Context: an optimization exercise on an open-source flow, tuned for small area. The choices shown serve that exercise and are no tape-out recipe. Function was checked by simulation only, so behaviour that the tests miss may differ from the original. Power and IR drop assume default switching activity.

<file path="design/flow/flow/run.sh">
#!/bin/bash
cp standard.sh standard_copy.txt
export BUFFER_PORTS_ARGS="-buffer_cell sky130_fd_sc_hd__buf_1"
bash standard.sh finish > standard_flow.log 2>&1
</file>
<file path="design/flow/standard.sh">
#!/bin/bash
# synth_recipe.tcl (not shown) runs the flow's synth.tcl, then flattens the netlist and writes it again
# the make line also repeats each setting of config.mk as NAME=value (left out here)
make -C /OpenROAD-flow-scripts/flow DESIGN_CONFIG=/design/flow/config.mk WORK_HOME=/design/flow/orfs CLKGATE_MAP_FILE= SYNTH_SCRIPT=/design/flow/synth_recipe.tcl "${@:-finish}"
</file>
<file path="design/flow/config.mk">
export PLATFORM = sky130hd
export DESIGN_NAME = gauss_filter_top
export DESIGN_NICKNAME = gauss_filter_top
export VERILOG_FILES = /design/flow/design.v
export SDC_FILE = /design/flow/constraint.sdc
export NUM_CORES = 4
export LEC_CHECK = 0
export CAP_MARGIN = 20
export CORE_MARGIN = 2
export CORE_UTILIZATION = 70
export CTS_BUF_LIST = sky130_fd_sc_hd__clkbuf_8
export CTS_CLUSTER_DIAMETER = 60
export CTS_CLUSTER_SIZE = 16
export GPL_TIMING_DRIVEN = 0
export PLACE_DENSITY = 0.8
export SLEW_MARGIN = 20
export SYNTH_HIERARCHICAL = 1
</file>
<file path="design/flow/constraint.sdc">
create_clock -name core_clock -period 5.0 [get_ports {clk}]
set_input_delay 1.0000 -clock core_clock [delete_from_list [all_inputs] [get_ports {clk}]]
set_output_delay 1.0000 -clock core_clock [all_outputs]
set_load 0.01 [all_outputs]
</file>
<file path="design/flow/design.v">
package gauss_pkg;
  typedef logic [8-1:0] pixel_t;
  typedef logic signed [18-1:0] coeff_t;
  typedef logic signed [8+18-1:0] product_t;
  typedef logic signed [48-1:0] sum_t;
endpackage
`timescale 1ns/100ps
module gauss_filter_top
(
  input  logic   clk,
  input  logic   rst,
  input  gauss_pkg::pixel_t pa,
  input  gauss_pkg::pixel_t pb,
  input  gauss_pkg::pixel_t pc,
  input  gauss_pkg::pixel_t pd,
  input  gauss_pkg::pixel_t pe,
  output gauss_pkg::pixel_t p_out
);
  logic s0;
  logic c1;
  logic s2;
  logic c3;
  logic s4;
  logic c5;
  logic s6;
  logic c7;
  logic s8;
  logic c9;
  logic s10;
  logic c11;
  logic s12;
  logic c13;
  logic s14;
  logic c15;
  logic s16;
  logic c17;
  logic s18;
  logic c19;
  logic s20;
  logic c21;
  logic s22;
  logic c23;
  logic s24;
  logic c25;
  logic s26;
  logic c27;
  logic s28;
  logic c29;
  logic s30;
  logic c31;
  logic s32;
  logic c33;
  logic s34;
  logic c35;
  logic s36;
  logic c37;
  logic s38;
  logic c39;
  logic s40;
  logic c41;
  logic s42;
  logic c43;
  logic s44;
  logic c45;
  logic s46;
  logic c47;
  logic s48;
  logic c49;
  logic s50;
  logic c51;
  logic o52;
  logic o53;
  logic s54;
  logic c55;
  logic s56;
  logic c57;
  logic s58;
  logic c59;
  logic s60;
  logic c61;
  logic s62;
  logic c63;
  logic s64;
  logic c65;
  logic s66;
  logic c67;
  logic s68;
  logic c69;
  logic s70;
  logic c71;
  logic s72;
  logic c73;
  logic s74;
  logic c75;
  logic s76;
  logic c77;
  logic s78;
  logic c79;
  logic [12:0] xv0;
  logic [12:0] xv0_d;
  logic xv0_c9;
  logic s80;
  logic c81;
  logic s82;
  logic c83;
  logic s84;
  logic c85;
  logic s86;
  logic c87;
  logic s88;
  logic c89;
  logic s90;
  logic c91;
  logic s92;
  logic c93;
  logic s94;
  logic c95;
  logic [8:0] xb;
  logic [8:0] xb_d;
  logic [7:0] xc;
  logic [7:0] xc_d;
  logic [12:0] r1;
  logic [12:0] r1_d;
  logic r1_c9;
  logic s96;
  logic c97;
  logic s98;
  logic c99;
  logic s100;
  logic c101;
  logic s102;
  logic c103;
  logic s104;
  logic c105;
  logic s106;
  logic c107;
  logic s108;
  logic c109;
  logic s110;
  logic c111;
  logic s112;
  logic c113;
  logic s114;
  logic c115;
  logic s116;
  logic c117;
  logic s118;
  logic c119;
  logic s120;
  logic c121;
  logic s122;
  logic c123;
  logic s124;
  logic c125;
  logic s126;
  logic c127;
  logic s128;
  logic c129;
  logic s130;
  logic c131;
  logic s132;
  logic c133;
  logic s134;
  logic c135;
  logic s136;
  logic c137;
  logic s138;
  logic c139;
  logic s140;
  logic c141;
  logic s142;
  logic c143;
  logic s144;
  logic c145;
  logic [14:0] r2p;
  logic [14:0] r2p_d;
  logic r2p_c11;
  logic s146;
  logic c147;
  logic s148;
  logic c149;
  logic s150;
  logic c151;
  logic s152;
  logic c153;
  logic s154;
  logic c155;
  logic s156;
  logic c157;
  logic s158;
  logic c159;
  logic s160;
  logic c161;
  logic s162;
  logic c163;
  logic s164;
  logic c165;
  logic s166;
  logic c167;
  logic s168;
  logic c169;
  logic s170;
  logic c171;
  logic s172;
  logic c173;
  logic s174;
  logic c175;
  logic s176;
  logic c177;
  logic s178;
  logic c179;
  logic [10:0] r2q;
  logic [10:0] r2q_d;
  logic s180;
  logic c181;
  logic s182;
  logic c183;
  logic s184;
  logic c185;
  logic s186;
  logic c187;
  logic s188;
  logic c189;
  logic s190;
  logic c191;
  logic s192;
  logic c193;
  logic s194;
  logic c195;
  logic s196;
  logic c197;
  logic s198;
  logic c199;
  logic s200;
  logic c201;
  logic s202;
  logic c203;
  logic s204;
  logic c205;
  logic s206;
  logic c207;
  logic s208;
  logic c209;
  logic s210;
  logic c211;
  logic s212;
  logic c213;
  logic s214;
  logic c215;
  logic s216;
  logic c217;
  logic s218;
  logic c219;
  logic s220;
  logic c221;
  logic s222;
  logic c223;
  logic s224;
  logic c225;
  logic s226;
  logic c227;
  logic s228;
  logic c229;
  logic s230;
  logic c231;
  logic s232;
  logic c233;
  logic s234;
  logic c235;
  logic s236;
  logic c237;
  logic s238;
  logic c239;
  logic s240;
  logic c241;
  logic s242;
  logic c243;
  logic s244;
  logic c245;
  logic s246;
  logic c247;
  logic o248;
  logic o249;
  logic s250;
  logic c251;
  logic o252;
  logic o253;
  logic s254;
  logic c255;
  logic s256;
  logic c257;
  logic s258;
  logic c259;
  logic s260;
  logic c261;
  logic s262;
  logic c263;
  logic s264;
  logic c265;
  logic s266;
  logic c267;
  logic s268;
  logic c269;
  logic s270;
  logic c271;
  logic s272;
  logic c273;
  logic s274;
  logic c275;
  logic s276;
  logic c277;
  logic s278;
  logic c279;
  logic o280;
  logic o281;
  logic [15:0] r3p;
  logic [15:0] r3p_d;
  logic r3p_c12;
  logic s282;
  logic c283;
  logic s284;
  logic c285;
  logic s286;
  logic c287;
  logic s288;
  logic c289;
  logic s290;
  logic c291;
  logic s292;
  logic c293;
  logic s294;
  logic c295;
  logic s296;
  logic c297;
  logic s298;
  logic c299;
  logic s300;
  logic c301;
  logic s302;
  logic c303;
  logic s304;
  logic c305;
  logic s306;
  logic c307;
  logic s308;
  logic c309;
  logic s310;
  logic c311;
  logic s312;
  logic c313;
  logic s314;
  logic c315;
  logic s316;
  logic c317;
  logic s318;
  logic c319;
  logic s320;
  logic c321;
  logic s322;
  logic c323;
  logic s324;
  logic c325;
  logic s326;
  logic c327;
  logic s328;
  logic c329;
  logic s330;
  logic c331;
  logic s332;
  logic c333;
  logic s334;
  logic c335;
  logic n336;
  logic [12:0] r3q;
  logic [12:0] r3q_d;
  logic r3q_c11;
  logic s337;
  logic c338;
  logic s339;
  logic c340;
  logic s341;
  logic c342;
  logic s343;
  logic c344;
  logic s345;
  logic c346;
  logic s347;
  logic c348;
  logic s349;
  logic c350;
  logic s351;
  logic c352;
  logic s353;
  logic c354;
  logic s355;
  logic c356;
  logic s357;
  logic c358;
  logic s359;
  logic c360;
  logic s361;
  logic c362;
  logic o363;
  logic o364;
  logic s365;
  logic c366;
  logic s367;
  logic c368;
  logic s369;
  logic c370;
  logic s371;
  logic c372;
  logic s373;
  logic c374;
  logic s375;
  logic c376;
  logic s377;
  logic c378;
  logic s379;
  logic c380;
  logic s381;
  logic c382;
  logic s383;
  logic c384;
  logic s385;
  logic c386;
  logic s387;
  logic c388;
  logic [16:0] r4p;
  logic [16:0] r4p_d;
  logic r4p_c13;
  logic o389;
  logic o390;
  logic o391;
  logic o392;
  logic s393;
  logic c394;
  logic s395;
  logic c396;
  logic s397;
  logic c398;
  logic s399;
  logic c400;
  logic s401;
  logic c402;
  logic s403;
  logic c404;
  logic s405;
  logic c406;
  logic s407;
  logic c408;
  logic s409;
  logic c410;
  logic s411;
  logic c412;
  logic s413;
  logic c414;
  logic s415;
  logic c416;
  logic s417;
  logic c418;
  logic s419;
  logic c420;
  logic s421;
  logic c422;
  logic s423;
  logic c424;
  logic s425;
  logic c426;
  logic s427;
  logic c428;
  logic s429;
  logic c430;
  logic s431;
  logic c432;
  logic s433;
  logic c434;
  logic s435;
  logic c436;
  logic s437;
  logic c438;
  logic s439;
  logic c440;
  logic s441;
  logic c442;
  logic s443;
  logic c444;
  logic s445;
  logic c446;
  logic s447;
  logic c448;
  logic s449;
  logic c450;
  logic [7:0] r4q;
  logic [7:0] r4q_d;
  logic r4q_c5;
  logic s451;
  logic c452;
  logic o453;
  logic o454;
  logic s455;
  logic c456;
  logic s457;
  logic c458;
  logic s459;
  logic c460;
  logic s461;
  logic c462;
  logic s463;
  logic c464;
  logic s465;
  logic c466;
  logic s467;
  logic c468;
  logic s469;
  logic c470;
  logic s471;
  logic c472;
  logic s473;
  logic c474;
  logic s475;
  logic c476;
  logic s477;
  logic c478;
  logic s479;
  logic c480;
  logic s481;
  logic c482;
  logic s483;
  logic c484;
  logic s485;
  logic c486;
  logic o487;
  logic o488;
  logic s489;
  logic c490;
  logic s491;
  logic c492;
  logic s493;
  logic c494;
  logic s495;
  logic c496;
  logic s497;
  logic c498;
  logic s499;
  logic c500;
  logic s501;
  logic c502;
  logic s503;
  logic c504;
  logic s505;
  logic c506;
  logic o507;
  logic o508;
  logic s509;
  logic c510;
  logic s511;
  logic c512;
  logic s513;
  logic c514;
  logic s515;
  logic c516;
  logic s517;
  logic c518;
  logic o519;
  logic o520;
  logic s521;
  logic c522;
  logic s523;
  logic c524;
  logic s525;
  logic c526;
  logic s527;
  logic c528;
  logic s529;
  logic c530;
  logic s531;
  logic c532;
  logic s533;
  logic c534;
  logic s535;
  logic c536;
  logic s537;
  logic c538;
  logic s539;
  logic c540;
  logic s541;
  logic c542;
  logic s543;
  logic c544;
  logic o545;
  logic o546;
  logic x547;
  logic s548;
  logic c549;
  logic x550;
  logic s551;
  logic c552;
  logic x553;
  logic s554;
  logic c555;
  logic x556;
  logic s557;
  logic c558;
  logic p559;
  logic s560;
  logic c561;
  logic s562;
  logic c563;
  logic s564;
  logic c565;
  logic s566;
  logic c567;
  logic s568;
  logic c569;
  logic s570;
  logic c571;
  logic s572;
  logic c573;
  logic s574;
  logic c575;
  logic [7:0] f1;
  logic [7:0] f1_d;
  logic f1_c0;
  logic f1_g1;
  logic f1_p2;
  logic ci576;
  logic s577;
  logic c578;
  logic s579;
  logic c580;
  logic s581;
  logic c582;
  logic s583;
  logic c584;
  logic s585;
  logic c586;
  logic s587;
  logic c588;
  logic s589;
  logic c590;
  logic s591;
  logic c592;
  logic [7:0] res;
  gauss_fa u_s0 (.a(pa[0]), .b(pe[0]), .ci(~pc[0]), .s(s0), .co(c1));
  gauss_fa u_s2 (.a(pa[1]), .b(pe[1]), .ci(~pc[1]), .s(s2), .co(c3));
  gauss_fa u_s4 (.a(pa[2]), .b(pe[2]), .ci(pb[0]), .s(s4), .co(c5));
  gauss_fa u_s6 (.a(pd[0]), .b(~pc[2]), .ci(c3), .s(s6), .co(c7));
  gauss_fa u_s8 (.a(pa[3]), .b(pe[3]), .ci(pb[1]), .s(s8), .co(c9));
  gauss_fa u_s10 (.a(pd[1]), .b(pc[0]), .ci(~pc[3]), .s(s10), .co(c11));
  gauss_fa u_s12 (.a(c5), .b(s8), .ci(s10), .s(s12), .co(c13));
  gauss_fa u_s14 (.a(pa[4]), .b(pe[4]), .ci(pb[2]), .s(s14), .co(c15));
  gauss_fa u_s16 (.a(pd[2]), .b(pc[1]), .ci(~pc[4]), .s(s16), .co(c17));
  gauss_fa u_s18 (.a(c9), .b(c11), .ci(s14), .s(s18), .co(c19));
  gauss_fa u_s20 (.a(s16), .b(s18), .ci(c13), .s(s20), .co(c21));
  gauss_fa u_s22 (.a(pa[5]), .b(pe[5]), .ci(pb[3]), .s(s22), .co(c23));
  gauss_fa u_s24 (.a(pd[3]), .b(pc[2]), .ci(~pc[5]), .s(s24), .co(c25));
  gauss_fa u_s26 (.a(c15), .b(c17), .ci(s22), .s(s26), .co(c27));
  gauss_fa u_s28 (.a(s24), .b(c19), .ci(s26), .s(s28), .co(c29));
  gauss_fa u_s30 (.a(pa[6]), .b(pe[6]), .ci(pb[4]), .s(s30), .co(c31));
  gauss_fa u_s32 (.a(pd[4]), .b(pc[3]), .ci(~pc[6]), .s(s32), .co(c33));
  gauss_fa u_s34 (.a(c23), .b(c25), .ci(s30), .s(s34), .co(c35));
  gauss_fa u_s36 (.a(s32), .b(c27), .ci(s34), .s(s36), .co(c37));
  gauss_fa u_s38 (.a(pa[7]), .b(pe[7]), .ci(pb[5]), .s(s38), .co(c39));
  gauss_fa u_s40 (.a(pd[5]), .b(pc[4]), .ci(~pc[7]), .s(s40), .co(c41));
  gauss_fa u_s42 (.a(c31), .b(c33), .ci(s38), .s(s42), .co(c43));
  gauss_fa u_s44 (.a(s40), .b(c35), .ci(s42), .s(s44), .co(c45));
  gauss_fa u_s46 (.a(pb[6]), .b(pd[6]), .ci(pc[5]), .s(s46), .co(c47));
  gauss_fa u_s48 (.a(c39), .b(c41), .ci(s46), .s(s48), .co(c49));
  gauss_fa u_s50 (.a(c43), .b(s48), .ci(c45), .s(s50), .co(c51));
  gauss_xnor u_o52 (.a(pb[7]), .b(pd[7]), .o(o52));
  gauss_or u_o53 (.a(pb[7]), .b(pd[7]), .o(o53));
  gauss_fa u_s54 (.a(pc[6]), .b(o52), .ci(c47), .s(s54), .co(c55));
  gauss_fa u_s56 (.a(c49), .b(s54), .ci(c51), .s(s56), .co(c57));
  gauss_fa u_s58 (.a(pc[7]), .b(o53), .ci(c55), .s(s58), .co(c59));
  gauss_ha u_s60 (.a(c1), .b(s2), .s(s60), .co(c61));
  gauss_fa u_s62 (.a(s4), .b(s6), .ci(c61), .s(s62), .co(c63));
  gauss_fa u_s64 (.a(c7), .b(s12), .ci(c63), .s(s64), .co(c65));
  gauss_ha u_s66 (.a(s20), .b(c65), .s(s66), .co(c67));
  gauss_fa u_s68 (.a(c21), .b(s28), .ci(c67), .s(s68), .co(c69));
  gauss_fa u_s70 (.a(c29), .b(s36), .ci(c69), .s(s70), .co(c71));
  gauss_fa u_s72 (.a(c37), .b(s44), .ci(c71), .s(s72), .co(c73));
  gauss_ha u_s74 (.a(s50), .b(c73), .s(s74), .co(c75));
  gauss_ha u_s76 (.a(c57), .b(s58), .s(s76), .co(c77));
  gauss_ha u_s78 (.a(c59), .b(c77), .s(s78), .co(c79));
  assign xv0_d[0] = s0;
  assign xv0_d[1] = s60;
  assign xv0_d[2] = s62;
  assign xv0_d[3] = s64;
  assign xv0_d[4] = s66;
  assign xv0_d[5] = s68;
  assign xv0_d[6] = s70;
  assign xv0_d[7] = s72;
  assign xv0_d[8] = s74;
  assign xv0_d[9] = s56;
  assign xv0_d[10] = s76;
  assign xv0_d[11] = s78;
  assign xv0_d[12] = c79;
  gauss_ha u_s80 (.a(pb[0]), .b(pd[0]), .s(s80), .co(c81));
  gauss_fa u_s82 (.a(pb[1]), .b(pd[1]), .ci(c81), .s(s82), .co(c83));
  gauss_fa u_s84 (.a(pb[2]), .b(pd[2]), .ci(c83), .s(s84), .co(c85));
  gauss_fa u_s86 (.a(pb[3]), .b(pd[3]), .ci(c85), .s(s86), .co(c87));
  gauss_fa u_s88 (.a(pb[4]), .b(pd[4]), .ci(c87), .s(s88), .co(c89));
  gauss_fa u_s90 (.a(pb[5]), .b(pd[5]), .ci(c89), .s(s90), .co(c91));
  gauss_fa u_s92 (.a(pb[6]), .b(pd[6]), .ci(c91), .s(s92), .co(c93));
  gauss_fa u_s94 (.a(pb[7]), .b(pd[7]), .ci(c93), .s(s94), .co(c95));
  assign xb_d[0] = s80;
  assign xb_d[1] = s82;
  assign xb_d[2] = s84;
  assign xb_d[3] = s86;
  assign xb_d[4] = s88;
  assign xb_d[5] = s90;
  assign xb_d[6] = s92;
  assign xb_d[7] = s94;
  assign xb_d[8] = c95;
  assign xc_d[0] = pc[0];
  assign xc_d[1] = pc[1];
  assign xc_d[2] = pc[2];
  assign xc_d[3] = pc[3];
  assign xc_d[4] = pc[4];
  assign xc_d[5] = pc[5];
  assign xc_d[6] = pc[6];
  assign xc_d[7] = pc[7];
  assign r1_d[0] = xv0[0];
  assign r1_d[1] = xv0[1];
  assign r1_d[2] = xv0[2];
  assign r1_d[3] = xv0[3];
  assign r1_d[4] = xv0[4];
  assign r1_d[5] = xv0[5];
  assign r1_d[6] = xv0[6];
  assign r1_d[7] = xv0[7];
  assign r1_d[8] = xv0[8];
  assign r1_d[9] = xv0[9];
  assign r1_d[10] = xv0[10];
  assign r1_d[11] = xv0[11];
  assign r1_d[12] = xv0[12];
  gauss_fa u_s96 (.a(r1[2]), .b(xv0[0]), .ci(~xc[1]), .s(s96), .co(c97));
  gauss_fa u_s98 (.a(r1[3]), .b(xv0[1]), .ci(~xc[2]), .s(s98), .co(c99));
  gauss_fa u_s100 (.a(r1[4]), .b(xv0[2]), .ci(~xc[3]), .s(s100), .co(c101));
  gauss_fa u_s102 (.a(r1[5]), .b(xv0[3]), .ci(~xc[4]), .s(s102), .co(c103));
  gauss_fa u_s104 (.a(r1[6]), .b(xv0[4]), .ci(~xc[5]), .s(s104), .co(c105));
  gauss_fa u_s106 (.a(r1[7]), .b(xv0[5]), .ci(~xc[6]), .s(s106), .co(c107));
  gauss_fa u_s108 (.a(r1[8]), .b(xv0[6]), .ci(~xc[7]), .s(s108), .co(c109));
  gauss_fa u_s110 (.a(r1[9]), .b(r1_c9), .ci(xv0[7]), .s(s110), .co(c111));
  gauss_fa u_s112 (.a(r1[10]), .b(xv0[8]), .ci(c111), .s(s112), .co(c113));
  gauss_fa u_s114 (.a(r1[11]), .b(xv0[9]), .ci(xv0_c9), .s(s114), .co(c115));
  gauss_fa u_s116 (.a(r1[12]), .b(xv0[10]), .ci(c115), .s(s116), .co(c117));
  gauss_ha u_s118 (.a(r1[1]), .b(~xc[0]), .s(s118), .co(c119));
  gauss_ha u_s120 (.a(s96), .b(c119), .s(s120), .co(c121));
  gauss_fa u_s122 (.a(c97), .b(s98), .ci(c121), .s(s122), .co(c123));
  gauss_fa u_s124 (.a(c99), .b(s100), .ci(c123), .s(s124), .co(c125));
  gauss_fa u_s126 (.a(c101), .b(s102), .ci(c125), .s(s126), .co(c127));
  gauss_fa u_s128 (.a(c103), .b(s104), .ci(c127), .s(s128), .co(c129));
  gauss_fa u_s130 (.a(c105), .b(s106), .ci(c129), .s(s130), .co(c131));
  gauss_fa u_s132 (.a(c107), .b(s108), .ci(c131), .s(s132), .co(c133));
  gauss_fa u_s134 (.a(c109), .b(s110), .ci(c133), .s(s134), .co(c135));
  gauss_ha u_s136 (.a(s112), .b(c135), .s(s136), .co(c137));
  gauss_ha u_s138 (.a(c113), .b(s114), .s(s138), .co(c139));
  gauss_ha u_s140 (.a(s116), .b(c139), .s(s140), .co(c141));
  gauss_fa u_s142 (.a(xv0[11]), .b(c117), .ci(c141), .s(s142), .co(c143));
  gauss_ha u_s144 (.a(xv0[12]), .b(c143), .s(s144), .co(c145));
  assign r2p_d[0] = r1[0];
  assign r2p_d[1] = s118;
  assign r2p_d[2] = s120;
  assign r2p_d[3] = s122;
  assign r2p_d[4] = s124;
  assign r2p_d[5] = s126;
  assign r2p_d[6] = s128;
  assign r2p_d[7] = s130;
  assign r2p_d[8] = s132;
  assign r2p_d[9] = s134;
  assign r2p_d[10] = s136;
  assign r2p_d[11] = s138;
  assign r2p_d[12] = s140;
  assign r2p_d[13] = s142;
  assign r2p_d[14] = s144;
  gauss_fa u_s146 (.a(xb[2]), .b(xc[0]), .ci(~xc[2]), .s(s146), .co(c147));
  gauss_fa u_s148 (.a(xb[3]), .b(xc[1]), .ci(~xc[3]), .s(s148), .co(c149));
  gauss_fa u_s150 (.a(xb[4]), .b(xc[2]), .ci(~xc[4]), .s(s150), .co(c151));
  gauss_fa u_s152 (.a(xb[5]), .b(xc[3]), .ci(~xc[5]), .s(s152), .co(c153));
  gauss_fa u_s154 (.a(xb[6]), .b(xc[4]), .ci(~xc[6]), .s(s154), .co(c155));
  gauss_fa u_s156 (.a(xb[7]), .b(xc[5]), .ci(~xc[7]), .s(s156), .co(c157));
  gauss_fa u_s158 (.a(xb[8]), .b(xc[6]), .ci(c157), .s(s158), .co(c159));
  gauss_ha u_s160 (.a(xb[0]), .b(~xc[0]), .s(s160), .co(c161));
  gauss_fa u_s162 (.a(xb[1]), .b(~xc[1]), .ci(c161), .s(s162), .co(c163));
  gauss_ha u_s164 (.a(s146), .b(c163), .s(s164), .co(c165));
  gauss_fa u_s166 (.a(c147), .b(s148), .ci(c165), .s(s166), .co(c167));
  gauss_fa u_s168 (.a(c149), .b(s150), .ci(c167), .s(s168), .co(c169));
  gauss_fa u_s170 (.a(c151), .b(s152), .ci(c169), .s(s170), .co(c171));
  gauss_fa u_s172 (.a(c153), .b(s154), .ci(c171), .s(s172), .co(c173));
  gauss_fa u_s174 (.a(c155), .b(s156), .ci(c173), .s(s174), .co(c175));
  gauss_ha u_s176 (.a(s158), .b(c175), .s(s176), .co(c177));
  gauss_fa u_s178 (.a(xc[7]), .b(c159), .ci(c177), .s(s178), .co(c179));
  assign r2q_d[0] = s160;
  assign r2q_d[1] = s162;
  assign r2q_d[2] = s164;
  assign r2q_d[3] = s166;
  assign r2q_d[4] = s168;
  assign r2q_d[5] = s170;
  assign r2q_d[6] = s172;
  assign r2q_d[7] = s174;
  assign r2q_d[8] = s176;
  assign r2q_d[9] = s178;
  assign r2q_d[10] = c179;
  gauss_fa u_s180 (.a(r2p[1]), .b(~xv0[1]), .ci(~xb[0]), .s(s180), .co(c181));
  gauss_fa u_s182 (.a(r2p[2]), .b(~xv0[2]), .ci(~xb[1]), .s(s182), .co(c183));
  gauss_fa u_s184 (.a(r2p[3]), .b(xv0[0]), .ci(~xv0[3]), .s(s184), .co(c185));
  gauss_fa u_s186 (.a(~xb[2]), .b(~xc[0]), .ci(c183), .s(s186), .co(c187));
  gauss_fa u_s188 (.a(r2p[4]), .b(xv0[1]), .ci(~xv0[4]), .s(s188), .co(c189));
  gauss_fa u_s190 (.a(~xb[3]), .b(~xc[1]), .ci(c185), .s(s190), .co(c191));
  gauss_fa u_s192 (.a(s188), .b(c187), .ci(s190), .s(s192), .co(c193));
  gauss_fa u_s194 (.a(r2p[5]), .b(xv0[2]), .ci(~xv0[5]), .s(s194), .co(c195));
  gauss_fa u_s196 (.a(~xb[4]), .b(~xc[2]), .ci(c189), .s(s196), .co(c197));
  gauss_fa u_s198 (.a(s194), .b(c191), .ci(s196), .s(s198), .co(c199));
  gauss_fa u_s200 (.a(r2p[6]), .b(xv0[3]), .ci(~xv0[6]), .s(s200), .co(c201));
  gauss_fa u_s202 (.a(~xb[5]), .b(~xc[3]), .ci(c195), .s(s202), .co(c203));
  gauss_fa u_s204 (.a(s200), .b(c197), .ci(s202), .s(s204), .co(c205));
  gauss_fa u_s206 (.a(r2p[7]), .b(xv0[4]), .ci(~xv0[7]), .s(s206), .co(c207));
  gauss_fa u_s208 (.a(~xb[6]), .b(~xc[4]), .ci(c201), .s(s208), .co(c209));
  gauss_fa u_s210 (.a(s206), .b(c203), .ci(s208), .s(s210), .co(c211));
  gauss_fa u_s212 (.a(r2p[8]), .b(xv0[5]), .ci(~xv0[8]), .s(s212), .co(c213));
  gauss_fa u_s214 (.a(~xb[7]), .b(~xc[5]), .ci(c207), .s(s214), .co(c215));
  gauss_fa u_s216 (.a(s212), .b(c209), .ci(s214), .s(s216), .co(c217));
  gauss_fa u_s218 (.a(r2p[9]), .b(xv0[6]), .ci(~xv0[9]), .s(s218), .co(c219));
  gauss_fa u_s220 (.a(~xv0_c9), .b(~xb[8]), .ci(~xc[6]), .s(s220), .co(c221));
  gauss_fa u_s222 (.a(c213), .b(s218), .ci(s220), .s(s222), .co(c223));
  gauss_fa u_s224 (.a(c215), .b(s222), .ci(c217), .s(s224), .co(c225));
  gauss_fa u_s226 (.a(r2p[10]), .b(xv0[7]), .ci(~xv0[10]), .s(s226), .co(c227));
  gauss_fa u_s228 (.a(~xc[7]), .b(c219), .ci(c221), .s(s228), .co(c229));
  gauss_fa u_s230 (.a(s226), .b(c223), .ci(s228), .s(s230), .co(c231));
  gauss_fa u_s232 (.a(r2p[11]), .b(r2p_c11), .ci(xv0[8]), .s(s232), .co(c233));
  gauss_fa u_s234 (.a(~xv0[11]), .b(c227), .ci(s232), .s(s234), .co(c235));
  gauss_fa u_s236 (.a(c229), .b(s234), .ci(c231), .s(s236), .co(c237));
  gauss_fa u_s238 (.a(r2p[12]), .b(xv0[9]), .ci(xv0_c9), .s(s238), .co(c239));
  gauss_fa u_s240 (.a(~xv0[12]), .b(c233), .ci(s238), .s(s240), .co(c241));
  gauss_fa u_s242 (.a(c235), .b(s240), .ci(c237), .s(s242), .co(c243));
  gauss_fa u_s244 (.a(r2p[13]), .b(xv0[10]), .ci(c239), .s(s244), .co(c245));
  gauss_fa u_s246 (.a(c241), .b(s244), .ci(c243), .s(s246), .co(c247));
  gauss_xnor u_o248 (.a(r2p[14]), .b(xv0[11]), .o(o248));
  gauss_or u_o249 (.a(r2p[14]), .b(xv0[11]), .o(o249));
  gauss_fa u_s250 (.a(o248), .b(c245), .ci(c247), .s(s250), .co(c251));
  gauss_xnor u_o252 (.a(xv0[12]), .b(o249), .o(o252));
  gauss_or u_o253 (.a(xv0[12]), .b(o249), .o(o253));
  gauss_ha u_s254 (.a(r2p[0]), .b(~xv0[0]), .s(s254), .co(c255));
  gauss_ha u_s256 (.a(s180), .b(c255), .s(s256), .co(c257));
  gauss_fa u_s258 (.a(c181), .b(s182), .ci(c257), .s(s258), .co(c259));
  gauss_fa u_s260 (.a(s184), .b(s186), .ci(c259), .s(s260), .co(c261));
  gauss_ha u_s262 (.a(s192), .b(c261), .s(s262), .co(c263));
  gauss_fa u_s264 (.a(c193), .b(s198), .ci(c263), .s(s264), .co(c265));
  gauss_fa u_s266 (.a(c199), .b(s204), .ci(c265), .s(s266), .co(c267));
  gauss_fa u_s268 (.a(c205), .b(s210), .ci(c267), .s(s268), .co(c269));
  gauss_fa u_s270 (.a(c211), .b(s216), .ci(c269), .s(s270), .co(c271));
  gauss_ha u_s272 (.a(s224), .b(c271), .s(s272), .co(c273));
  gauss_fa u_s274 (.a(c225), .b(s230), .ci(c273), .s(s274), .co(c275));
  gauss_ha u_s276 (.a(s236), .b(c275), .s(s276), .co(c277));
  gauss_ha u_s278 (.a(c251), .b(o252), .s(s278), .co(c279));
  gauss_xnor u_o280 (.a(o253), .b(c279), .o(o280));
  gauss_or u_o281 (.a(o253), .b(c279), .o(o281));
  assign r3p_d[0] = s254;
  assign r3p_d[1] = s256;
  assign r3p_d[2] = s258;
  assign r3p_d[3] = s260;
  assign r3p_d[4] = s262;
  assign r3p_d[5] = s264;
  assign r3p_d[6] = s266;
  assign r3p_d[7] = s268;
  assign r3p_d[8] = s270;
  assign r3p_d[9] = s272;
  assign r3p_d[10] = s274;
  assign r3p_d[11] = s276;
  assign r3p_d[12] = s242;
  assign r3p_d[13] = s246;
  assign r3p_d[14] = s250;
  assign r3p_d[15] = s278;
  gauss_fa u_s282 (.a(r2q[2]), .b(xb[0]), .ci(xc[0]), .s(s282), .co(c283));
  gauss_fa u_s284 (.a(r2q[3]), .b(xb[1]), .ci(xc[1]), .s(s284), .co(c285));
  gauss_fa u_s286 (.a(~xb[3]), .b(c283), .ci(s284), .s(s286), .co(c287));
  gauss_fa u_s288 (.a(r2q[4]), .b(xb[2]), .ci(xc[2]), .s(s288), .co(c289));
  gauss_fa u_s290 (.a(~xb[4]), .b(c285), .ci(s288), .s(s290), .co(c291));
  gauss_fa u_s292 (.a(r2q[5]), .b(xb[3]), .ci(xc[3]), .s(s292), .co(c293));
  gauss_fa u_s294 (.a(~xb[5]), .b(c289), .ci(s292), .s(s294), .co(c295));
  gauss_fa u_s296 (.a(r2q[6]), .b(xb[4]), .ci(xc[4]), .s(s296), .co(c297));
  gauss_fa u_s298 (.a(~xb[6]), .b(c293), .ci(s296), .s(s298), .co(c299));
  gauss_fa u_s300 (.a(r2q[7]), .b(xb[5]), .ci(xc[5]), .s(s300), .co(c301));
  gauss_fa u_s302 (.a(~xb[7]), .b(c297), .ci(s300), .s(s302), .co(c303));
  gauss_fa u_s304 (.a(r2q[8]), .b(xb[6]), .ci(xc[6]), .s(s304), .co(c305));
  gauss_fa u_s306 (.a(~xb[8]), .b(c301), .ci(s304), .s(s306), .co(c307));
  gauss_fa u_s308 (.a(r2q[9]), .b(xb[7]), .ci(xc[7]), .s(s308), .co(c309));
  gauss_fa u_s310 (.a(c305), .b(s308), .ci(c307), .s(s310), .co(c311));
  gauss_fa u_s312 (.a(r2q[10]), .b(xb[8]), .ci(c309), .s(s312), .co(c313));
  gauss_ha u_s314 (.a(r2q[0]), .b(~xb[0]), .s(s314), .co(c315));
  gauss_fa u_s316 (.a(r2q[1]), .b(~xb[1]), .ci(c315), .s(s316), .co(c317));
  gauss_fa u_s318 (.a(~xb[2]), .b(s282), .ci(c317), .s(s318), .co(c319));
  gauss_ha u_s320 (.a(s286), .b(c319), .s(s320), .co(c321));
  gauss_fa u_s322 (.a(c287), .b(s290), .ci(c321), .s(s322), .co(c323));
  gauss_fa u_s324 (.a(c291), .b(s294), .ci(c323), .s(s324), .co(c325));
  gauss_fa u_s326 (.a(c295), .b(s298), .ci(c325), .s(s326), .co(c327));
  gauss_fa u_s328 (.a(c299), .b(s302), .ci(c327), .s(s328), .co(c329));
  gauss_fa u_s330 (.a(c303), .b(s306), .ci(c329), .s(s330), .co(c331));
  gauss_ha u_s332 (.a(s310), .b(c331), .s(s332), .co(c333));
  gauss_fa u_s334 (.a(c311), .b(s312), .ci(c333), .s(s334), .co(c335));
  assign n336 = ~c313;
  assign r3q_d[0] = s314;
  assign r3q_d[1] = s316;
  assign r3q_d[2] = s318;
  assign r3q_d[3] = s320;
  assign r3q_d[4] = s322;
  assign r3q_d[5] = s324;
  assign r3q_d[6] = s326;
  assign r3q_d[7] = s328;
  assign r3q_d[8] = s330;
  assign r3q_d[9] = s332;
  assign r3q_d[10] = s334;
  assign r3q_d[11] = n336;
  assign r3q_d[12] = c313;
  gauss_fa u_s337 (.a(r3p[2]), .b(xv0[0]), .ci(~xc[1]), .s(s337), .co(c338));
  gauss_fa u_s339 (.a(r3p[3]), .b(xv0[1]), .ci(~xc[2]), .s(s339), .co(c340));
  gauss_fa u_s341 (.a(r3p[4]), .b(xv0[2]), .ci(~xc[3]), .s(s341), .co(c342));
  gauss_fa u_s343 (.a(r3p[5]), .b(xv0[3]), .ci(~xc[4]), .s(s343), .co(c344));
  gauss_fa u_s345 (.a(r3p[6]), .b(xv0[4]), .ci(~xc[5]), .s(s345), .co(c346));
  gauss_fa u_s347 (.a(r3p[7]), .b(xv0[5]), .ci(~xc[6]), .s(s347), .co(c348));
  gauss_fa u_s349 (.a(r3p[8]), .b(xv0[6]), .ci(~xc[7]), .s(s349), .co(c350));
  gauss_fa u_s351 (.a(r3p[9]), .b(xv0[7]), .ci(c350), .s(s351), .co(c352));
  gauss_fa u_s353 (.a(r3p[10]), .b(xv0[8]), .ci(c352), .s(s353), .co(c354));
  gauss_fa u_s355 (.a(r3p[11]), .b(xv0[9]), .ci(xv0_c9), .s(s355), .co(c356));
  gauss_fa u_s357 (.a(r3p[12]), .b(r3p_c12), .ci(xv0[10]), .s(s357), .co(c358));
  gauss_fa u_s359 (.a(r3p[13]), .b(xv0[11]), .ci(c358), .s(s359), .co(c360));
  gauss_fa u_s361 (.a(r3p[14]), .b(xv0[12]), .ci(c360), .s(s361), .co(c362));
  gauss_xnor u_o363 (.a(r3p[15]), .b(c362), .o(o363));
  gauss_or u_o364 (.a(r3p[15]), .b(c362), .o(o364));
  gauss_ha u_s365 (.a(r3p[1]), .b(~xc[0]), .s(s365), .co(c366));
  gauss_ha u_s367 (.a(s337), .b(c366), .s(s367), .co(c368));
  gauss_fa u_s369 (.a(c338), .b(s339), .ci(c368), .s(s369), .co(c370));
  gauss_fa u_s371 (.a(c340), .b(s341), .ci(c370), .s(s371), .co(c372));
  gauss_fa u_s373 (.a(c342), .b(s343), .ci(c372), .s(s373), .co(c374));
  gauss_fa u_s375 (.a(c344), .b(s345), .ci(c374), .s(s375), .co(c376));
  gauss_fa u_s377 (.a(c346), .b(s347), .ci(c376), .s(s377), .co(c378));
  gauss_fa u_s379 (.a(c348), .b(s349), .ci(c378), .s(s379), .co(c380));
  gauss_ha u_s381 (.a(s351), .b(c380), .s(s381), .co(c382));
  gauss_ha u_s383 (.a(s353), .b(c382), .s(s383), .co(c384));
  gauss_fa u_s385 (.a(c354), .b(s355), .ci(c384), .s(s385), .co(c386));
  gauss_fa u_s387 (.a(c356), .b(s357), .ci(c386), .s(s387), .co(c388));
  assign r4p_d[0] = r3p[0];
  assign r4p_d[1] = s365;
  assign r4p_d[2] = s367;
  assign r4p_d[3] = s369;
  assign r4p_d[4] = s371;
  assign r4p_d[5] = s373;
  assign r4p_d[6] = s375;
  assign r4p_d[7] = s377;
  assign r4p_d[8] = s379;
  assign r4p_d[9] = s381;
  assign r4p_d[10] = s383;
  assign r4p_d[11] = s385;
  assign r4p_d[12] = s387;
  assign r4p_d[13] = s359;
  assign r4p_d[14] = s361;
  assign r4p_d[15] = o363;
  assign r4p_d[16] = o364;
  gauss_xnor u_o389 (.a(r3q[0]), .b(xb[0]), .o(o389));
  gauss_or u_o390 (.a(r3q[0]), .b(xb[0]), .o(o390));
  gauss_xnor u_o391 (.a(r3q[1]), .b(xb[1]), .o(o391));
  gauss_or u_o392 (.a(r3q[1]), .b(xb[1]), .o(o392));
  gauss_fa u_s393 (.a(~xc[1]), .b(o391), .ci(o390), .s(s393), .co(c394));
  gauss_fa u_s395 (.a(r3q[2]), .b(xb[2]), .ci(xc[0]), .s(s395), .co(c396));
  gauss_fa u_s397 (.a(~xc[2]), .b(o392), .ci(s395), .s(s397), .co(c398));
  gauss_fa u_s399 (.a(r3q[3]), .b(xb[3]), .ci(xc[1]), .s(s399), .co(c400));
  gauss_fa u_s401 (.a(~xc[3]), .b(c396), .ci(s399), .s(s401), .co(c402));
  gauss_fa u_s403 (.a(r3q[4]), .b(xb[4]), .ci(xc[2]), .s(s403), .co(c404));
  gauss_fa u_s405 (.a(~xc[4]), .b(c400), .ci(s403), .s(s405), .co(c406));
  gauss_fa u_s407 (.a(r3q[5]), .b(xb[5]), .ci(xc[3]), .s(s407), .co(c408));
  gauss_fa u_s409 (.a(~xc[5]), .b(c404), .ci(s407), .s(s409), .co(c410));
  gauss_fa u_s411 (.a(r3q[6]), .b(xb[6]), .ci(xc[4]), .s(s411), .co(c412));
  gauss_fa u_s413 (.a(~xc[6]), .b(c408), .ci(s411), .s(s413), .co(c414));
  gauss_fa u_s415 (.a(r3q[7]), .b(xb[7]), .ci(xc[5]), .s(s415), .co(c416));
  gauss_fa u_s417 (.a(~xc[7]), .b(c412), .ci(s415), .s(s417), .co(c418));
  gauss_fa u_s419 (.a(r3q[8]), .b(xb[8]), .ci(xc[6]), .s(s419), .co(c420));
  gauss_fa u_s421 (.a(c416), .b(s419), .ci(c418), .s(s421), .co(c422));
  gauss_fa u_s423 (.a(r3q[9]), .b(xc[7]), .ci(c420), .s(s423), .co(c424));
  gauss_ha u_s425 (.a(~xc[0]), .b(o389), .s(s425), .co(c426));
  gauss_ha u_s427 (.a(s393), .b(c426), .s(s427), .co(c428));
  gauss_fa u_s429 (.a(c394), .b(s397), .ci(c428), .s(s429), .co(c430));
  gauss_fa u_s431 (.a(c398), .b(s401), .ci(c430), .s(s431), .co(c432));
  gauss_fa u_s433 (.a(c402), .b(s405), .ci(c432), .s(s433), .co(c434));
  gauss_fa u_s435 (.a(c406), .b(s409), .ci(c434), .s(s435), .co(c436));
  gauss_fa u_s437 (.a(c410), .b(s413), .ci(c436), .s(s437), .co(c438));
  gauss_fa u_s439 (.a(c414), .b(s417), .ci(c438), .s(s439), .co(c440));
  gauss_ha u_s441 (.a(s421), .b(c440), .s(s441), .co(c442));
  gauss_fa u_s443 (.a(c422), .b(s423), .ci(c442), .s(s443), .co(c444));
  gauss_ha u_s445 (.a(r3q[10]), .b(c424), .s(s445), .co(c446));
  gauss_fa u_s447 (.a(r3q[11]), .b(r3q_c11), .ci(c446), .s(s447), .co(c448));
  gauss_ha u_s449 (.a(r3q[12]), .b(c448), .s(s449), .co(c450));
  assign r4q_d[0] = s435;
  assign r4q_d[1] = s437;
  assign r4q_d[2] = s439;
  assign r4q_d[3] = s441;
  assign r4q_d[4] = s443;
  assign r4q_d[5] = s445;
  assign r4q_d[6] = s447;
  assign r4q_d[7] = s449;
  gauss_fa u_s451 (.a(r4q[0]), .b(~r4p[0]), .ci(~xv0[0]), .s(s451), .co(c452));
  gauss_xnor u_o453 (.a(r4q[1]), .b(~r4p[1]), .o(o453));
  gauss_or u_o454 (.a(r4q[1]), .b(~r4p[1]), .o(o454));
  gauss_fa u_s455 (.a(~xv0[1]), .b(o453), .ci(c452), .s(s455), .co(c456));
  gauss_fa u_s457 (.a(r4q[2]), .b(~r4p[2]), .ci(~xv0[2]), .s(s457), .co(c458));
  gauss_fa u_s459 (.a(o454), .b(s457), .ci(c456), .s(s459), .co(c460));
  gauss_fa u_s461 (.a(r4q[3]), .b(~r4p[3]), .ci(~xv0[3]), .s(s461), .co(c462));
  gauss_fa u_s463 (.a(c458), .b(s461), .ci(c460), .s(s463), .co(c464));
  gauss_fa u_s465 (.a(r4p[0]), .b(xv0[0]), .ci(r4q[4]), .s(s465), .co(c466));
  gauss_fa u_s467 (.a(~r4p[4]), .b(~xv0[4]), .ci(s465), .s(s467), .co(c468));
  gauss_fa u_s469 (.a(c462), .b(s467), .ci(c464), .s(s469), .co(c470));
  gauss_fa u_s471 (.a(r4p[1]), .b(xv0[1]), .ci(r4q[5]), .s(s471), .co(c472));
  gauss_fa u_s473 (.a(r4q_c5), .b(~r4p[5]), .ci(~xv0[5]), .s(s473), .co(c474));
  gauss_fa u_s475 (.a(c466), .b(s471), .ci(s473), .s(s475), .co(c476));
  gauss_fa u_s477 (.a(c468), .b(s475), .ci(c470), .s(s477), .co(c478));
  gauss_fa u_s479 (.a(r4p[2]), .b(xv0[2]), .ci(r4q[6]), .s(s479), .co(c480));
  gauss_fa u_s481 (.a(~r4p[6]), .b(~xv0[6]), .ci(c472), .s(s481), .co(c482));
  gauss_fa u_s483 (.a(s479), .b(c474), .ci(s481), .s(s483), .co(c484));
  gauss_fa u_s485 (.a(c476), .b(s483), .ci(c478), .s(s485), .co(c486));
  gauss_xnor u_o487 (.a(r4p[3]), .b(xv0[3]), .o(o487));
  gauss_or u_o488 (.a(r4p[3]), .b(xv0[3]), .o(o488));
  gauss_fa u_s489 (.a(r4q[7]), .b(~r4p[7]), .ci(~xv0[7]), .s(s489), .co(c490));
  gauss_fa u_s491 (.a(o487), .b(c480), .ci(s489), .s(s491), .co(c492));
  gauss_fa u_s493 (.a(c482), .b(s491), .ci(c484), .s(s493), .co(c494));
  gauss_fa u_s495 (.a(r4p[4]), .b(xv0[4]), .ci(~r4p[8]), .s(s495), .co(c496));
  gauss_fa u_s497 (.a(~xv0[8]), .b(o488), .ci(c490), .s(s497), .co(c498));
  gauss_fa u_s499 (.a(s495), .b(c492), .ci(s497), .s(s499), .co(c500));
  gauss_fa u_s501 (.a(r4p[5]), .b(xv0[5]), .ci(~r4p[9]), .s(s501), .co(c502));
  gauss_fa u_s503 (.a(~xv0[9]), .b(~xv0_c9), .ci(c496), .s(s503), .co(c504));
  gauss_fa u_s505 (.a(s501), .b(c498), .ci(s503), .s(s505), .co(c506));
  gauss_xnor u_o507 (.a(r4p[6]), .b(xv0[6]), .o(o507));
  gauss_or u_o508 (.a(r4p[6]), .b(xv0[6]), .o(o508));
  gauss_fa u_s509 (.a(~r4p[10]), .b(~xv0[10]), .ci(o507), .s(s509), .co(c510));
  gauss_fa u_s511 (.a(c502), .b(s509), .ci(c504), .s(s511), .co(c512));
  gauss_fa u_s513 (.a(r4p[7]), .b(xv0[7]), .ci(~r4p[11]), .s(s513), .co(c514));
  gauss_fa u_s515 (.a(~xv0[11]), .b(o508), .ci(s513), .s(s515), .co(c516));
  gauss_fa u_s517 (.a(c510), .b(s515), .ci(c512), .s(s517), .co(c518));
  gauss_xnor u_o519 (.a(r4p[8]), .b(xv0[8]), .o(o519));
  gauss_or u_o520 (.a(r4p[8]), .b(xv0[8]), .o(o520));
  gauss_fa u_s521 (.a(~r4p[12]), .b(~xv0[12]), .ci(o519), .s(s521), .co(c522));
  gauss_fa u_s523 (.a(c514), .b(s521), .ci(c516), .s(s523), .co(c524));
  gauss_fa u_s525 (.a(r4p[9]), .b(xv0[9]), .ci(xv0_c9), .s(s525), .co(c526));
  gauss_fa u_s527 (.a(~r4p[13]), .b(~r4p_c13), .ci(o520), .s(s527), .co(c528));
  gauss_fa u_s529 (.a(s525), .b(c522), .ci(s527), .s(s529), .co(c530));
  gauss_fa u_s531 (.a(r4p[10]), .b(xv0[10]), .ci(~r4p[14]), .s(s531), .co(c532));
  gauss_fa u_s533 (.a(c526), .b(s531), .ci(c528), .s(s533), .co(c534));
  gauss_fa u_s535 (.a(r4p[11]), .b(xv0[11]), .ci(~r4p[15]), .s(s535), .co(c536));
  gauss_fa u_s537 (.a(c532), .b(s535), .ci(c534), .s(s537), .co(c538));
  gauss_fa u_s539 (.a(r4p[12]), .b(xv0[12]), .ci(~r4p[16]), .s(s539), .co(c540));
  gauss_fa u_s541 (.a(c536), .b(s539), .ci(c538), .s(s541), .co(c542));
  gauss_fa u_s543 (.a(r4p[13]), .b(r4p_c13), .ci(c540), .s(s543), .co(c544));
  gauss_xnor u_o545 (.a(r4p[14]), .b(c544), .o(o545));
  gauss_or u_o546 (.a(r4p[14]), .b(c544), .o(o546));
  assign x547 = c486 ^ s493;
  gauss_ha u_s548 (.a(c486), .b(s493), .s(s548), .co(c549));
  assign x550 = c494 ^ s499;
  gauss_fa u_s551 (.a(c494), .b(s499), .ci(c549), .s(s551), .co(c552));
  assign x553 = c500 ^ s505;
  gauss_fa u_s554 (.a(c500), .b(s505), .ci(c552), .s(s554), .co(c555));
  assign x556 = c506 ^ s511;
  gauss_fa u_s557 (.a(c506), .b(s511), .ci(c555), .s(s557), .co(c558));
  assign p559 = s517;
  gauss_ha u_s560 (.a(c518), .b(s523), .s(s560), .co(c561));
  gauss_fa u_s562 (.a(c524), .b(s529), .ci(c561), .s(s562), .co(c563));
  gauss_fa u_s564 (.a(c530), .b(s533), .ci(c563), .s(s564), .co(c565));
  gauss_ha u_s566 (.a(s537), .b(c565), .s(s566), .co(c567));
  gauss_ha u_s568 (.a(s541), .b(c567), .s(s568), .co(c569));
  gauss_fa u_s570 (.a(c542), .b(s543), .ci(c569), .s(s570), .co(c571));
  gauss_ha u_s572 (.a(o545), .b(c571), .s(s572), .co(c573));
  gauss_fa u_s574 (.a(r4p[15]), .b(o546), .ci(c573), .s(s574), .co(c575));
  assign f1_d[0] = s560;
  assign f1_d[1] = s562;
  assign f1_d[2] = s564;
  assign f1_d[3] = s566;
  assign f1_d[4] = s568;
  assign f1_d[5] = s570;
  assign f1_d[6] = s572;
  assign f1_d[7] = s574;
  assign ci576 = (f1_g1 | (f1_p2 & f1_c0));
  gauss_ha u_s577 (.a(f1[0]), .b(ci576), .s(s577), .co(c578));
  gauss_ha u_s579 (.a(f1[1]), .b(c578), .s(s579), .co(c580));
  gauss_ha u_s581 (.a(f1[2]), .b(c580), .s(s581), .co(c582));
  gauss_ha u_s583 (.a(f1[3]), .b(c582), .s(s583), .co(c584));
  gauss_ha u_s585 (.a(f1[4]), .b(c584), .s(s585), .co(c586));
  gauss_ha u_s587 (.a(f1[5]), .b(c586), .s(s587), .co(c588));
  gauss_ha u_s589 (.a(f1[6]), .b(c588), .s(s589), .co(c590));
  gauss_ha u_s591 (.a(f1[7]), .b(c590), .s(s591), .co(c592));
  assign res[0] = s577;
  assign res[1] = s579;
  assign res[2] = s581;
  assign res[3] = s583;
  assign res[4] = s585;
  assign res[5] = s587;
  assign res[6] = s589;
  assign res[7] = s591;
  always_ff @(posedge clk) begin
    if (rst) begin
      xv0 <= 13'd767;
      xv0_c9 <= 1'd0;
      xb <= 9'd0;
      xc <= 8'd0;
      r1 <= 13'd767;
      r1_c9 <= 1'd0;
      r2p <= 15'd4345;
      r2p_c11 <= 1'd0;
      r2q <= 11'd255;
      r3p <= 16'd5095;
      r3p_c12 <= 1'd0;
      r3q <= 13'd2814;
      r3q_c11 <= 1'd0;
    end else begin
      xv0 <= xv0_d;
      xv0_c9 <= c75;
      xb <= xb_d;
      xc <= xc_d;
      r1 <= r1_d;
      r1_c9 <= xv0_c9;
      r2p <= r2p_d;
      r2p_c11 <= c137;
      r2q <= r2q_d;
      r3p <= r3p_d;
      r3p_c12 <= c277;
      r3q <= r3q_d;
      r3q_c11 <= c335;
    end
  end
  always_ff @(posedge clk) begin
    r4p <= r4p_d;
    r4p_c13 <= c388;
    r4q <= r4q_d;
    r4q_c5 <= c444;
    f1 <= f1_d;
    f1_c0 <= c558;
    f1_g1 <= 1'b0;
    f1_p2 <= p559;
  end
  localparam int ODLY = 20;
  logic [7:0] dly [ODLY+1];
  always_ff @(posedge clk) begin
    dly[0] <= res;
    for (int i = 1; i <= ODLY; i++) begin
      dly[i] <= dly[i-1];
    end
  end
  logic [4:0] since_rst;
  always_ff @(posedge clk) begin
    if (rst) begin
      since_rst <= '0;
    end else if (since_rst != 5'd23) begin
      since_rst <= since_rst + 5'd1;
    end
  end
  assign p_out = (since_rst == 5'd23) ? dly[ODLY] : '0;
endmodule
module gauss_fa (input logic a, b, ci, output logic s, co);
  assign s  = a ^ b ^ ci;
  assign co = (a & b) | (a & ci) | (b & ci);
endmodule
module gauss_ha (input logic a, b, output logic s, co);
  assign s  = a ^ b;
  assign co = a & b;
endmodule
module gauss_xnor (input logic a, b, output logic o);
  assign o = ~(a ^ b);
endmodule
module gauss_or (input logic a, b, output logic o);
  assign o = a | b;
endmodule
</file>
==> summary.txt, run 1 <==
Clocking
  • Clk pin slew, worst setup/hold paths: 0.10 ns
  • Clock Sinks: 313
  • Clock Path Buffers: 3
  • Root Driver: clkbuf_8
  • Clock latency on the worst-skew pair: 0.54 ns
  • Htree depth: 1
  • Cts bufs inserted: 24
  • CTS tree: built
  • Hold_buf cts: 0

Worst setup path
  • CP Capture Type: flop
  • Crit-path cells: inv_4 > fa_1 > ha_1 > fa_1 > fa_1 > fa_2 > fa_1 > fa_1 > fa_1 > ha_1 > ha_1 > fa_1 > fa_1
  • Worst Setup Start Kind: flop
  • CP max stage cell: fa_1
  • CP Buf/Inv Count: 1
  • Most frequent CP cell: fa_1
  • Critical Path RT: 5.43 ns
  • Max Fanout on Critical Path: 5
  • Delay-heaviest family, CP: adder cells
  • CP Class: reg2reg
  • CP peak stage delay: 0.44 ns
  • WP data arrival: 5.26 ns

GRT
  • Vias in the first global route: 6941
  • First-pass GRT wire length: 34800 um
  • Antenna violations before repair: 0
  • Global route overflow: 0
  • GRT Util Overall: 23.2%
  • Largest net degree at the start of global routing: 17

STA
  • Tightest Pin Transition: 0.871 ns
  • RSZ-0062 raised after global routing: no
  • Worst clock skew: 0.0169 ns
  • Setup slack after layout: 0.170 ns
  • Fin crit period: 4.83 ns
  • Rel. slew slack: 41.9%
  • Fmax: 207 MHz
  • Final hold viol count: 0
  • Max-slew violations: 0
  • Final period util: 96.6%
  • Setup TNS: 0 ns
  • Final setup vio count: 0

Finish
  • Multi-input logic area: 6220 um2
  • Antenna cells: 0
  • Share of post-route cells with drive strength above 1: 11.7%
  • Fin nets: 1216
  • Final Cell Area: 13700 um2
  • Area growth, synth to finish: 7.45%
  • Final core utilization: 76.5%
  • Sequential standard cell area: 6290 um2
  • Final Non-Filler Cells: 1125
  • Fill cells: 1058

Die
  • Die Wd: 139 um
  • # IOs: 50
  • Core Area: 18000 um2
  • Die H: 139 um
  • Starting density of the core: 71.2%
  • FP Rows: 49
  • Full die area: 19400 um2

Place
  • DP HPWL: 15900 um
  • Area after DPL: 13300 um2
  • GPL Wtd Cong: 0.818
  • Pre-CTS setup slack: -0.159 ns
  • Inst Count DP: 1089
  • Port bufs: 48

Yosys
  • Post-synth EDFFs: 0
  • Number of library cell types mapped by synthesis: 22
  • Post-Synthesis Cells: 812
  • Ys Warns: 8
  • Syn avg cell area: 15.7 um2
  • Synth Cell Area: 12800 um2
  • Top cells by area, synth: dfxtp_1 (49%), fa_1 (37%), ha_1 (4.6%), or2_2 (2.3%), nor2b_1 (1.9%)
  • Syn nets: 1136
  • Post-synth top cells: dfxtp_1 (313), fa_1 (235), inv_1 (58), or2_2 (48), ha_1 (47)
  • Ys flop type: dfxtp_1
  • Top-area cell type share of the netlist area: 49.0%
  • #FFs+latches synth: 313
  • Cell taking the most area after synthesis: dfxtp_1
  • Seq/Total Area, Yosys: 49.0%
  • Async S/R FF share, synth: 0%
  • Most common cell in the netlist: dfxtp_1

Hold path
  • Hold/Removal Path Class: reg2reg

Run
  • Number of max-cap violations: 0

Detailed routing
  • DRT iter0 DRCs: 218
  • DRT Wirelength: 20000 um
  • Vias per inst: 5.09
  • Antenna-violating nets left: 0
  • DR pass1 iterations: 4
  • Post-route DRC: 0
  • Wire per inst: 17.8 um
  • Vias post-DR: 5731

Run status
  • Outcome: complete, no violations

Pwr
  • Maximum vdd drop: 0.545 mV
  • Power Density: 732 nW/um2
  • Leakage power: 5.62 nW
==> state kept, by name (all words and copies together) (netlist names), 5 cells and up <==
| signal | cells |
|---|---|
| since_rst | 5 |
| r4p | 17 |
| f1 | 8 |
| r3q | 13 |
| xv0 | 13 |
| xb | 9 |
| r2q | 11 |
| r3p | 16 |
| r1 | 13 |
| dly | 168 |
| r2p | 15 |
| r4q | 8 |
| xc | 8 |
==> through the flow <==
step / hold slack, ns / power, mW
after floorplan: 0.310 / 7.64
after global placement: 0.310 / 8.64
after detailed placement: 0.312 / 8.92
after CTS: 0.330 / 10.3
after global routing: 0.324 / 11.2
final: 0.325 / 10.1
==> layer usage <==
layer	global-route usage [%]	wire [um]	share of wire [%]
met5	0	0	0
met4	6.86	648	3.2
met3	3.90	772	3.9
met2	40.6	10500	52
met1	30.5	8130	41
==> final timing paths <==
check / start / to / slack (ns) / cells past startpoint
worst max-delay path: xc[1]$_SDFF_PP0_ / r4p[12]$_DFF_P_ / 0.17 / 13
worst min-delay path: dly[4][0]$_DFF_P_ / dly[5][0]$_DFF_P_ / 0.32 / 0
worst max register to register: xc[1]$_SDFF_PP0_ / r4p[12]$_DFF_P_ / 0.17 / 13
worst min register to register: dly[4][0]$_DFF_P_ / dly[5][0]$_DFF_P_ / 0.32 / 0
==> layout make-up <==
cell class              instances  share of cell area [%]
inverters                      58                    1.63
multi-input cells             428                    45.3
well taps                     229                    2.09
flip-flops and latches        313                    45.7
clock buffers                  26                    2.60
plain buffers                  13                   0.637
clock inverters                 4                   0.392
repair buffers                 54                    1.64
==> cells by family (layout without fill, tap and decap cells) <==
kind of cell             count (synthesis)  in the layout  synth area share, %
AO/OA/AOI/OAI                            2              2                0.108
buffers and inverters                   71            155                 2.39
adder cells (fa/ha/maj)                282            282                 41.4
XOR/XNOR                                14             14                 1.02
flip-flops                             313            313                 49.0
multiplexers                             1              1               0.0783
AND/OR/NAND/NOR                        129            129                 6.03
==> modules after synthesis (local to each module, per instance) <==
module,area (um2),times used
gauss_filter_top,7350,1
gauss_or,6.26,10
gauss_xnor,8.76,11
gauss_ha,12.5,46
gauss_fa,20.0,235
==> power by group <==
group	switching (mW)	leakage, nW	internal, mW
Clock	0.746	0.211	0.527
Sequential	0.517	2.63	3.71
Combinational	2.21	2.78	2.35
==> worst register-to-register path: stages (launching register included) <==
cell and delay [ns]:
dfxtp_4 0.39, inv_4 0.13, fa_1 0.44, ha_1 0.22, fa_1 0.37, fa_1 0.40
fa_2 0.35, fa_1 0.38, fa_1 0.39, fa_1 0.40, ha_1 0.21, ha_1 0.20
fa_1 0.39, fa_1 0.43
==> cell usage in the layout, fill, tap and decap left out <==
master / synthesis / routed
dfxtp_1: 313 / 303
fa_1: 235 / 234
inv_1: 58 / 56
or2_2: 48 / 48
buf_1: 0 / 48
ha_1: 47 / 47
nor2b_1: 39 / 39
clkbuf_8: 0 / 26
nor2_1: 16 / 16
or2_1: 12 / 12
xnor2_1: 11 / 11
and2_1: 9 / 9
clkbuf_1: 7 / 7
dfxtp_2: 0 / 7
buf_4: 0 / 6
buf_6: 5 / 5
dfxtp_4: 0 / 3
clkinvlp_4: 0 / 2
nand3_1: 2 / 2
xor2_1: 2 / 2
and4b_4: 1 / 1
inv_4: 0 / 1
nor3_1: 1 / 1
nand2b_1: 1 / 1
o21bai_1: 1 / 1
a31oi_1: 1 / 1
mux2i_1: 1 / 1
xor2_2: 1 / 1
buf_2: 1 / 1
fa_2: 0 / 1
clkinv_2: 0 / 1
bufinv_16: 0 / 1
inv_8: 0 / 1
==> timing repair <==
item / in CTS / in global routing
setup buffers: 0 / 6
resized for setup: 5 / 12
setup endpoints to repair: 4 / 4
==> run 2, diff against run 1 <==
==> design/flow/run.sh (new file) <==
#!/bin/bash
# synth_recipe.tcl (not shown) runs the flow's synth.tcl, then flattens the netlist and writes it again
# the make line also repeats each setting of config.mk as NAME=value (left out here)
make -C /OpenROAD-flow-scripts/flow DESIGN_CONFIG=/design/flow/config.mk WORK_HOME=/design/flow/orfs CLKGATE_MAP_FILE= SYNTH_SCRIPT=/design/flow/synth_recipe.tcl finish
removed: design/flow/flow/run.sh
removed: design/flow/standard.sh
==> summary.txt, run 2 <==
Run status
  • Outcome: complete, no violations (unchanged)

STA
  • RSZ-0062 raised after global routing: no (unchanged)
  • Worst clock skew: 0.0186 ns (was 0.0169 ns)
  • Setup TNS: 0 ns (unchanged)
  • Fmax: 207 MHz (about the same)
  • Final hold viol count: 0 (unchanged)
  • Rel. slew slack: 44.2% (was 41.9%)
  • Tightest Pin Transition: 0.837 ns (was 0.871 ns)
  • Max-slew violations: 0 (unchanged)
  • Fin crit period: 4.82 ns (was 4.83 ns)
  • Final setup vio count: 0 (unchanged)
  • Final period util: 96.4% (was 96.6%)

Pwr
  • Maximum vdd drop: 0.621 mV (was 0.545 mV)
  • Power Density: 716 nW/um2 (was 732 nW/um2)
  • Psw: 3.49 mW (was 3.48 mW)
  • Sw Ratio: 34.9% (was 34.5%)
  • Leakage power: 5.72 nW (was 5.62 nW)
  • Logic pwr share: 46.4% (was 45.4%)
  • Clock share of power: 11.4% (was 12.6%)
  • Internal: 6.52 mW (was 6.59 mW)
  • Flop pwr share: 42.2% (was 42.0%)

Place
  • DP HPWL: 16000 um (was 15900 um)
  • Port bufs: 48 (unchanged)
  • GPL Wtd Cong: 0.839 (was 0.818)

Yosys
  • Number of library cell types mapped by synthesis: 22 (unchanged)
  • Synth Area in Simple Gates: 6.03% (unchanged)
  • Synth Area in Compound Gates: 0.108% (unchanged)
  • Ys Warns: 8 (unchanged)
  • Multiplexer share of the synthesized area: 0.0783% (unchanged)
  • Syn nets: 1136 (unchanged)
  • Synth Cell Area: 12800 um2 (unchanged)
  • Async S/R FF share, synth: 0% (unchanged)
  • Cell taking the most area after synthesis: dfxtp_1 (unchanged)
  • Top cells by area, synth: dfxtp_1 (49%), fa_1 (37%), ha_1 (4.6%), or2_2 (2.3%), nor2b_1 (1.9%) (unchanged)
  • Post-synth top cells: dfxtp_1 (313), fa_1 (235), inv_1 (58), or2_2 (48), ha_1 (47) (unchanged)
  • Syn avg cell area: 15.7 um2 (unchanged)
  • Combinational family with the most area after synthesis: adder cells (unchanged)
  • Post-synth EDFFs: 0 (unchanged)
  • Adder-cell share of the synthesized area: 41.4% (unchanged)
  • Top-area cell type share of the netlist area: 49.0% (unchanged)
  • Xor and xnor area share after synthesis: 1.02% (unchanged)
  • Ys flop type: dfxtp_1 (unchanged)
  • #FFs+latches synth: 313 (unchanged)
  • Most common cell in the netlist: dfxtp_1 (unchanged)
  • Post-Synthesis Cells: 812 (unchanged)
  • Seq/Total Area, Yosys: 49.0% (unchanged)

Worst setup path
  • Critical path origin: xc[1]$_SDFF_PP0_ (unchanged)
  • Critical Path RT: 5.44 ns (was 5.43 ns)
  • CP Class: reg2reg (unchanged)
  • Worst Setup Start Kind: flop (unchanged)
  • WP data arrival: 5.26 ns (about the same)
  • Max Fanout on Critical Path: 4 (was 5)
  • Delay-heaviest family, CP: adder cells (unchanged)
  • CP Buf/Inv Count: 1 (unchanged)
  • CP max stage cell: fa_1 (unchanged)
  • CP peak stage delay: 0.45 ns (was 0.44 ns)
  • Most frequent CP cell: fa_1 (unchanged)
  • Crit-path cells: clkinvlp_4 > fa_1 > ha_1 > fa_1 > fa_2 > fa_1 > fa_1 > fa_1 > fa_1 > ha_1 > ha_1 > fa_1 > fa_1 (was inv_4 > fa_1 > ha_1 > fa_1 > fa_1 > fa_2 > fa_1 > fa_1 > fa_1 > ha_1 > ha_1 > fa_1 > fa_1)
  • CP Capture Type: flop (unchanged)
  • R2R Path Start: xc[1]$_SDFF_PP0_ (unchanged)

Clocking
  • Clk pin slew, worst setup/hold paths: 0.11 ns (was 0.10 ns)
  • Htree depth: 1 (unchanged)
  • Root Driver: clkbuf_8 (unchanged)
  • Clock Path Buffers: 3 (unchanged)
  • CTS tree: built (unchanged)
  • Clock latency on the worst-skew pair: 0.55 ns (was 0.54 ns)
  • Cts bufs inserted: 23 (was 24)
  • Clock Sinks: 313 (unchanged)

Finish
  • Area growth, synth to finish: 9.39% (was 7.45%)
  • Sequential standard cell area: 6290 um2 (about the same)
  • Multi-input logic area: 6220 um2 (about the same)
  • Top reg by flops: dly (unchanged)
  • Most frequent cells in the layout: dfxtp_1 (304), fa_1 (233), inv_1 (56) (was dfxtp_1 (303), fa_1 (234), inv_1 (56))
  • Biggest regs: dly x168, r4p x17, r3p x16 (unchanged)
  • Share of post-route cells with drive strength above 1: 11.5% (was 11.7%)
  • Commonest non-fill, non-tap cell in the layout: dfxtp_1 (unchanged)
  • Max FFs per register: 168 (unchanged)
  • Fin nets: 1218 (was 1216)
  • Final core utilization: 77.9% (was 76.5%)
  • Antenna cells: 0 (unchanged)
  • Fill cells: 1062 (was 1058)

GRT
  • Global route overflow: 0 (unchanged)
  • Vias in the first global route: 6927 (was 6941)
  • Antenna violations before repair: 0 (unchanged)
  • GRT Util Overall: 23.2% (about the same)
  • Largest net degree at the start of global routing: 17 (unchanged)
  • First-pass GRT wire length: 34500 um (was 34800 um)

Die
  • # IOs: 50 (unchanged)
  • Die Wd: 139 um (unchanged)
  • FP Rows: 49 (unchanged)
  • Full die area: 19400 um2 (unchanged)
  • Die H: 139 um (unchanged)
  • Starting density of the core: 71.2% (unchanged)
  • Core Area: 18000 um2 (unchanged)

Detailed routing
  • DR pass1 iterations: 4 (unchanged)
  • Vias per inst: 5.06 (was 5.09)
  • Antenna-violating nets left: 0 (unchanged)
  • DRT Wirelength: 20000 um (about the same)
  • Vias post-DR: 5687 (was 5731)
  • DRT iter0 DRCs: 124 (was 218)
  • Post-route DRC: 0 (unchanged)
  • Wire per inst: 17.8 um (about the same)

Hold path
  • Hold/Removal Path Class: reg2reg (unchanged)
  • Worst hold start: dly[14][6]$_DFF_P_ (was dly[4][0]$_DFF_P_)

Run
  • Number of max-cap violations: 0 (unchanged)
run 2: worst paths after layout:
| kind | end | slack [ns] | cells past startpoint |
|---|---|---|---|
| worst max-delay path | r4p[12]$_DFF_P_ | 0.18 | 13 |
| worst min-delay path | dly[15][6]$_DFF_P_ | 0.32 | 0 |
| worst max register to register | r4p[12]$_DFF_P_ | 0.18 | 13 |
| worst min register to register | dly[15][6]$_DFF_P_ | 0.32 | 0 |
run 2: kinds of logic (layout without fill, tap and decap cells):
family,Yosys count,after routing
flip-flops,313,313
AO/OA/AOI/OAI,2,2
XOR/XNOR,14,14
multiplexers,1,1
AND/OR/NAND/NOR,129,129
adder cells (fa/ha/maj),282,282
buffers and inverters,71,153
run 2: worst reg2reg max path: cells and delay by family (launching register included):
kind                       cells  cell delay (ns)
adders and majority gates     12             4.20
DFF                            1             0.40
buffers and inverters          1             0.12
run 2: timing repair:
action	4_1_cts	5_1_grt
endpoints found under the setup margin	4	4
setup buffers	1	8
pin swaps	0	0
resized for setup	8	9
hold buffers	0	0
run 2: cell type report:
| cell class | instances | share of cell area, % |
|---|---|---|
| Inverter | 58 | 1.61 |
| Clock buffer | 23 | 2.26 |
| Sequential cell | 313 | 44.9 |
| Timing Repair Buffer | 57 | 3.92 |
| Clock inverter | 2 | 0.116 |
| Multi-Input combinational cell | 428 | 44.5 |
| Tap cell | 229 | 2.05 |
| Buffer | 13 | 0.626 |
run 2: power groups by stage:
stage / clock (mW) / combinational, mW / sequential [mW]
6_report: 1.14 / 4.65 / 4.23
5_1_grt: 1.26 / 5.60 / 4.36
4_1_cts: 1.17 / 4.74 / 4.26
3_5_place_dp: 0 / 4.70 / 4.31
3_3_place_gp: 0 / 4.40 / 4.27
2_1_floorplan: 0 / 3.54 / 4.10
run 2: routing by layer:
metal	global-route usage, %	vias up	routed length (um)
li1	-	2575	-
met1	31.0	2972	8380
met4	7.97	0	662
met5	0	-	0
met2	39.9	90	10400
met3	3.38	50	576
run 2: per-module statistics from Yosys (local to each module, per instance):
module | cells | copies in the design | flops+latches
gauss_xnor | 1 | 11 | 0
gauss_or | 1 | 10 | 0
gauss_ha | 1 | 46 | 0
gauss_fa | 1 | 235 | 0
gauss_filter_top | 510 | 1 | 313
run 2: metrics by stage:
| step | cells | cell area [um2] | hold WS (ns) | power [mW] | setup WS, ns |
|---|---|---|---|---|---|
| 4_1_cts | 1115 | 13900 | 0.326 | 10.2 | 0.0134 |
| 6_report | 1123 | 14000 | 0.318 | 10.0 | 0.179 |
| 2_1_floorplan | 812 | 12800 | 0.310 | 7.64 | 0.250 |
| 3_3_place_gp | 1089 | 13600 | 0.310 | 8.67 | -0.171 |
| 3_5_place_dp | 1089 | 13600 | 0.312 | 9.01 | -0.201 |
| 5_1_grt | 1123 | 14000 | 0.331 | 11.2 | 0.0188 |

Check on run 2: ideal ports give 0.179 ns setup slack; a clkbuf_16 on the clock port and buf_2 on the inputs give 0.179 ns; moving port delays by the midpoint clock arrival (0.585 ns) as well gives -0.195 ns.
